This is an optimization exercise on Yosys and OpenROAD, whose aim is small area and a short achievable clock period, not a production implementation. Function was checked by simulation only, so behaviour that the tests miss may differ from the original. No activity file was given, so power comes from the tool's default toggle rates.

## exp/nickel
==> flow/design.v <==
module vdma_lsram_sdp #(
  parameter int DATA_WIDTH = 32,
  parameter int ADDR_WIDTH = 7
) (
  input  logic                  clk_i,
  input  logic                  rst_i,
  input  logic                  shift_i,
  input  logic [DATA_WIDTH-1:0] wdata_i,
  input  logic                  re_i,
  input  logic [ADDR_WIDTH:0]   level_i,
  output logic [DATA_WIDTH-1:0] rdata_o
);
  localparam int ENTRIES = (1 << ADDR_WIDTH) - 1;
  logic [DATA_WIDTH-1:0] mem_q [ENTRIES];
  logic [DATA_WIDTH-1:0] rdata_q, rdata_d;
  logic [ENTRIES-1:0]    rsel_q, rsel_d;
  always_comb begin
    for (int i = 0; i < ENTRIES; i++) begin
      if (i == 0) rsel_d[i] = (level_i[ADDR_WIDTH:1] == '0) | (level_i == (ADDR_WIDTH+1)'(2));
      else        rsel_d[i] = (level_i == (ADDR_WIDTH+1)'(i + 2));
    end
  end
  for (genvar b = 0; b < DATA_WIDTH; b++) begin : g_bit
    logic [ENTRIES-1:0] col;
    for (genvar i = 0; i < ENTRIES; i++) begin : g_col
      assign col[i] = mem_q[i][b];
    end
    vdma_lsram_rd_slice #(.N(ENTRIES)) u_rd (
      .d_i   (col),
      .sel_i (rsel_q),
      .ld_i  (re_i),
      .q_i   (rdata_q[b]),
      .y_o   (rdata_d[b])
    );
  end
  always_ff @(posedge clk_i) begin
    if (shift_i) begin
      mem_q[0] <= wdata_i;
      for (int i = 1; i < ENTRIES; i++) mem_q[i] <= mem_q[i-1];
    end
    rsel_q <= rsel_d;
  end
  always_ff @(posedge clk_i or posedge rst_i) begin
    if (rst_i) rdata_q <= '0;
    else       rdata_q <= rdata_d;
  end
  assign rdata_o = rdata_q;
endmodule
module vdma_lsram_rd_slice #(
  parameter int N = 127
) (
  input  logic [N-1:0] d_i,
  input  logic [N-1:0] sel_i,
  input  logic         ld_i,
  input  logic         q_i,
  output logic         y_o
);
  localparam int G = N / 3;
  localparam int R = N - 3 * G;
  logic [G-1:0] t_n;
  logic         r_n;
  for (genvar g = 0; g < G; g++) begin : g_aoi
    vdma_lsram_aoi222 u_aoi (.a_i(d_i[3*g +: 3]), .b_i(sel_i[3*g +: 3]), .y_no(t_n[g]));
  end
  if (R > 0) begin : g_rest
    assign r_n = ~|(d_i[N-1:3*G] & sel_i[N-1:3*G]);
  end else begin : g_norest
    assign r_n = 1'b1;
  end
  assign y_o = ld_i ? ~(&t_n & r_n) : q_i;
endmodule
module vdma_lsram_aoi222 (
  input  logic [2:0] a_i,
  input  logic [2:0] b_i,
  output logic       y_no
);
  assign y_no = ~|(a_i & b_i);
endmodule
module vdma_lsram_fwft_fifo #(
  parameter int DATA_WIDTH    = 32,
  parameter int ADDR_WIDTH    = 7,
  parameter int AFULL_THRESH  = 2**ADDR_WIDTH - 4,
  parameter int AEMPTY_THRESH = 4
) (
  input  logic                  CLK,
  input  logic                  RESET,
  input  logic                  FLUSH,
  input  logic                  W_EN,
  input  logic [DATA_WIDTH-1:0] W_DATA,
  input  logic                  R_EN,
  output logic [DATA_WIDTH-1:0] R_DATA,
  output logic                  FULL,
  output logic                  EMPTY,
  output logic                  AFULL,
  output logic                  AEMPTY,
  output logic [ADDR_WIDTH:0]   LEVEL,
  output logic                  OVERFLOW,
  output logic                  UNDERFLOW
);
  localparam int               DEPTH    = 1 << ADDR_WIDTH;
  localparam int               LVL_W    = ADDR_WIDTH + 1;
  localparam logic [LVL_W-1:0] AFULL_L  = LVL_W'(AFULL_THRESH);
  localparam logic [LVL_W-1:0] AEMPTY_L = LVL_W'(AEMPTY_THRESH);
  logic [LVL_W-1:0]      level_q;
  logic                  valid_q, afull_q, aempty_q, ovf_q, ufl_q;
  logic                  full, push, pop, stored, refill, rd_load;
  logic [LVL_W-1:0]      level_d, level_nxt;
  logic                  afull_d, aempty_d;
  assign full    = level_q[ADDR_WIDTH];
  assign push    = W_EN & ~full;
  assign pop     = R_EN & valid_q;
  assign stored  = (level_q[LVL_W-1:1] != '0) | (level_q[0] & ~valid_q);
  assign refill  = stored & (~valid_q | R_EN);
  assign rd_load = ~valid_q | R_EN;
  always_comb begin
    level_d  = level_q;
    afull_d  = afull_q;
    aempty_d = aempty_q;
    if (push & ~pop) begin
      level_d  = level_q + 1'b1;
      afull_d  = (level_q >= AFULL_L - 1'b1);
      aempty_d = (level_q <= AEMPTY_L - 1'b1);
    end else if (pop & ~push) begin
      level_d  = level_q - 1'b1;
      afull_d  = (level_q >= AFULL_L + 1'b1);
      aempty_d = (level_q <= AEMPTY_L + 1'b1);
    end
  end
  assign level_nxt = FLUSH ? '0 : level_d;
  always_ff @(posedge CLK or posedge RESET) begin
    if (RESET) begin
      level_q  <= '0;
      valid_q  <= 1'b0;
      afull_q  <= 1'b0;
      aempty_q <= 1'b1;
      ovf_q    <= 1'b0;
      ufl_q    <= 1'b0;
    end else if (FLUSH) begin
      level_q  <= '0;
      valid_q  <= 1'b0;
      afull_q  <= 1'b0;
      aempty_q <= 1'b1;
      ovf_q    <= 1'b0;
      ufl_q    <= 1'b0;
    end else begin
      level_q  <= level_d;
      valid_q  <= refill | (valid_q & ~R_EN);
      afull_q  <= afull_d;
      aempty_q <= aempty_d;
      ovf_q    <= ovf_q | (W_EN & full);
      ufl_q    <= ufl_q | (R_EN & ~valid_q);
    end
  end
  vdma_lsram_sdp #(
    .DATA_WIDTH (DATA_WIDTH),
    .ADDR_WIDTH (ADDR_WIDTH)
  ) u_ram (
    .clk_i   (CLK),
    .rst_i   (RESET),
    .shift_i (push),
    .wdata_i (W_DATA),
    .re_i    (rd_load),
    .level_i (level_nxt),
    .rdata_o (R_DATA)
  );
  assign EMPTY     = ~valid_q;
  assign FULL      = full;
  assign AFULL     = afull_q;
  assign AEMPTY    = aempty_q;
  assign LEVEL     = level_q;
  assign OVERFLOW  = ovf_q;
  assign UNDERFLOW = ufl_q;
endmodule
==> flow/config.mk <==
export PLATFORM = sky130hd
export DESIGN_NAME = vdma_lsram_fwft_fifo
export DESIGN_NICKNAME = vdma_lsram_fwft_fifo
export VERILOG_FILES = /design/flow/design.v
export SDC_FILE = /design/flow/constraint.sdc
export NUM_CORES = 4
export LEC_CHECK = 0
export CAP_MARGIN = 20
export CORE_MARGIN = 2
export CORE_UTILIZATION = 60
export CTS_CLUSTER_DIAMETER = 100
export CTS_CLUSTER_SIZE = 30
export PLACE_DENSITY = 0.72
export SETUP_SLACK_MARGIN = 2.0
export SLEW_MARGIN = 20
export SYNTH_HIERARCHICAL = 1
==> flow/constraint.sdc <==
create_clock -name core_clock -period 4.5 [get_ports {CLK}]
set_input_delay 0.9000 -clock core_clock [delete_from_list [all_inputs] [get_ports {CLK}]]
set_output_delay 0.9000 -clock core_clock [all_outputs]
set_load 0.01 [all_outputs]
run.sh (not shown) runs the stock make flow with config.mk's settings and CLKGATE_MAP_FILE= SYNTH_SCRIPT=/design/flow/synth_recipe.tcl, a recipe that flattens the netlist after the stock synthesis.
exp/nickel reached the end of the flow, and the finished layout is clean on the timing, design-rule and antenna checks.
For exp/ember, these inputs were changed with respect to exp/nickel:
- clearing PLACE_DENSITY, which used to be 0.72
- swapping 2.0 for 1.8 in SETUP_SLACK_MARGIN
Notes after the runs:
Changes observed in exp/ember relative to exp/nickel: fmax decreased 5.4%; clock latency at the later pin of the worst-skew pair roughly the same.
exp/nickel → exp/ember: leakage component of the power decreased by about 0.4% relative to the old numbers; final routed wirelength across all metal layers increased by 25000 um relative to the old numbers; sequential share of layout area increased by 0.44 points relative to the old numbers; count of buffers added by post-CTS timing repair for setup decreased by 25 relative to the old numbers.
Relative to exp/ember, the following input files were edited for exp/raven:
- PLACE_DENSITY now 0.72, previously not set
### Flow results
- exp/raven ends up with lower post-route met1 wirelength than exp/ember does.
- Data arrival time of the worst path ended up 0.18 ns lower on exp/raven than on exp/ember.
- For the number of inverters outside the clock class in the layout, exp/raven came in 1 lower than exp/ember did.
- Taking exp/ember as 1.0, exp/raven lands at 0.928 on routed wire length.
- Source-to-sink clock delay at the later pin of the worst-skew pair: exp/raven higher than exp/ember
- Count of clock-buffer cells in the layout came out lower on exp/raven than on exp/ember.
- Compared with exp/ember, exp/raven shows a global-route usage that is 2.6 points lower.
- Compared with exp/ember, exp/raven shows a sequential power that is about 0.7% lower.
- As of exp/raven, power after layout had fallen slightly compared to exp/ember.
- Post-place instance area, exp/ember and exp/raven, higher one = exp/ember.
- exp/raven does better than exp/ember on design area.
### exp/raven -> exp/harbor
- SETUP_SLACK_MARGIN now 2.1, was 1.8
Results
- Switching power of the nets: exp/harbor vs exp/raven up about 3%
- Per the comparison of exp/harbor with exp/raven, worst-case vdd ir drop picked up an extra about 0.6%; layout buffering overhead excluding clock cells climbed 1.5 points; proportion of power drawn by combinational gates increased 1.7 points; area after synthesis saw little to no change.
- Post-layout minimum cycle time in exp/harbor is 0.14 ns lower than in exp/raven
The following lists how exp/zinc was set up differently from exp/harbor:
- SETUP_SLACK_MARGIN: 2.1 -> 2.0
- PLACE_DENSITY: 0.72 -> unset
==> run summary <==
Of the two values seen for highest-delay cell along the critical path, nand4_1 was produced by exp/zinc and or4_4 by exp/harbor.
Taking exp/harbor as the reference, in exp/zinc total of plain and repair buffers excluding clock buffers increased 4.5%, internal power component stayed essentially flat, clock share of power increased by 0.2 points relative to the old numbers, wire length of the first global-routing pass moved up.
According to the power report, total power for exp/zinc is higher than for exp/harbor.
| post-synthesis to final-layout area growth | exp/zinc vs exp/harbor | 0.60 points lower |
Final critical delay including setup and external delays on exp/zinc is up relative to exp/harbor.
Inputs modified between exp/zinc and exp/sierra:
- changing CORE_UTILIZATION from 60 to 65
### Flow results
The final reports for exp/sierra and exp/zinc show die area lower in the former.
The combined area of the multi-input logic cells of exp/sierra and that of exp/zinc are within noise of each other.
Taking exp/zinc as the reference, in exp/sierra total I/O pin count now sits at about the same level, proportion of layout cells with a drive suffix above 1 now sits at about the same level, total wire length now sits lower.

-- what the ideal ports hide --
In the flow no input, the clock included, has a driving cell. The finished layouts below were timed again as built, in two steps. Step 1 assumes that a clkbuf_16 drives the clock port and a buf_2 every other input. Step 2 also shifts input and output timing later by t, the mid clock arrival at the registers, as if the neighbouring blocks saw the same clock. Three values: ideal, step 1, step 2; two values: the first two.
| run | t, ns | setup slack, ns | hold slack, ns | latest minus earliest clock arrival (ns) | worst data-port slew with drivers (ns) |
|---|---|---|---|---|---|
| exp/nickel | 0.966 | 1.834 / 1.755 / 0.940 | 0.442 / 0.442 / 0.442 | 0.042 / 0.042 | 0.24 |
| exp/ember | 0.956 | 1.683 / 1.683 / 0.892 | 0.440 / 0.440 / 0.440 | 0.044 / 0.044 | 0.08 |
| exp/raven | 0.969 | 1.684 / 1.624 / 0.655 | 0.427 / 0.427 / 0.427 | 0.055 / 0.054 | 0.24 |
| exp/harbor | 0.955 | 1.826 / 1.743 / 0.789 | 0.437 / 0.437 / 0.437 | 0.049 / 0.049 | 0.24 |
| exp/zinc | 0.955 | 1.812 / 1.794 / 1.041 | 0.437 / 0.437 / 0.437 | 0.045 / 0.046 | 0.08 |
| exp/sierra | 0.942 | 1.701 / 1.701 / 0.964 | 0.443 / 0.443 / 0.443 | 0.041 / 0.041 | 0.08 |
After both steps every run listed still meets setup and hold. For exp/harbor, which loses most, drivers alone change the setup slack by -0.083 ns; drivers and shift together by -1.037 ns.
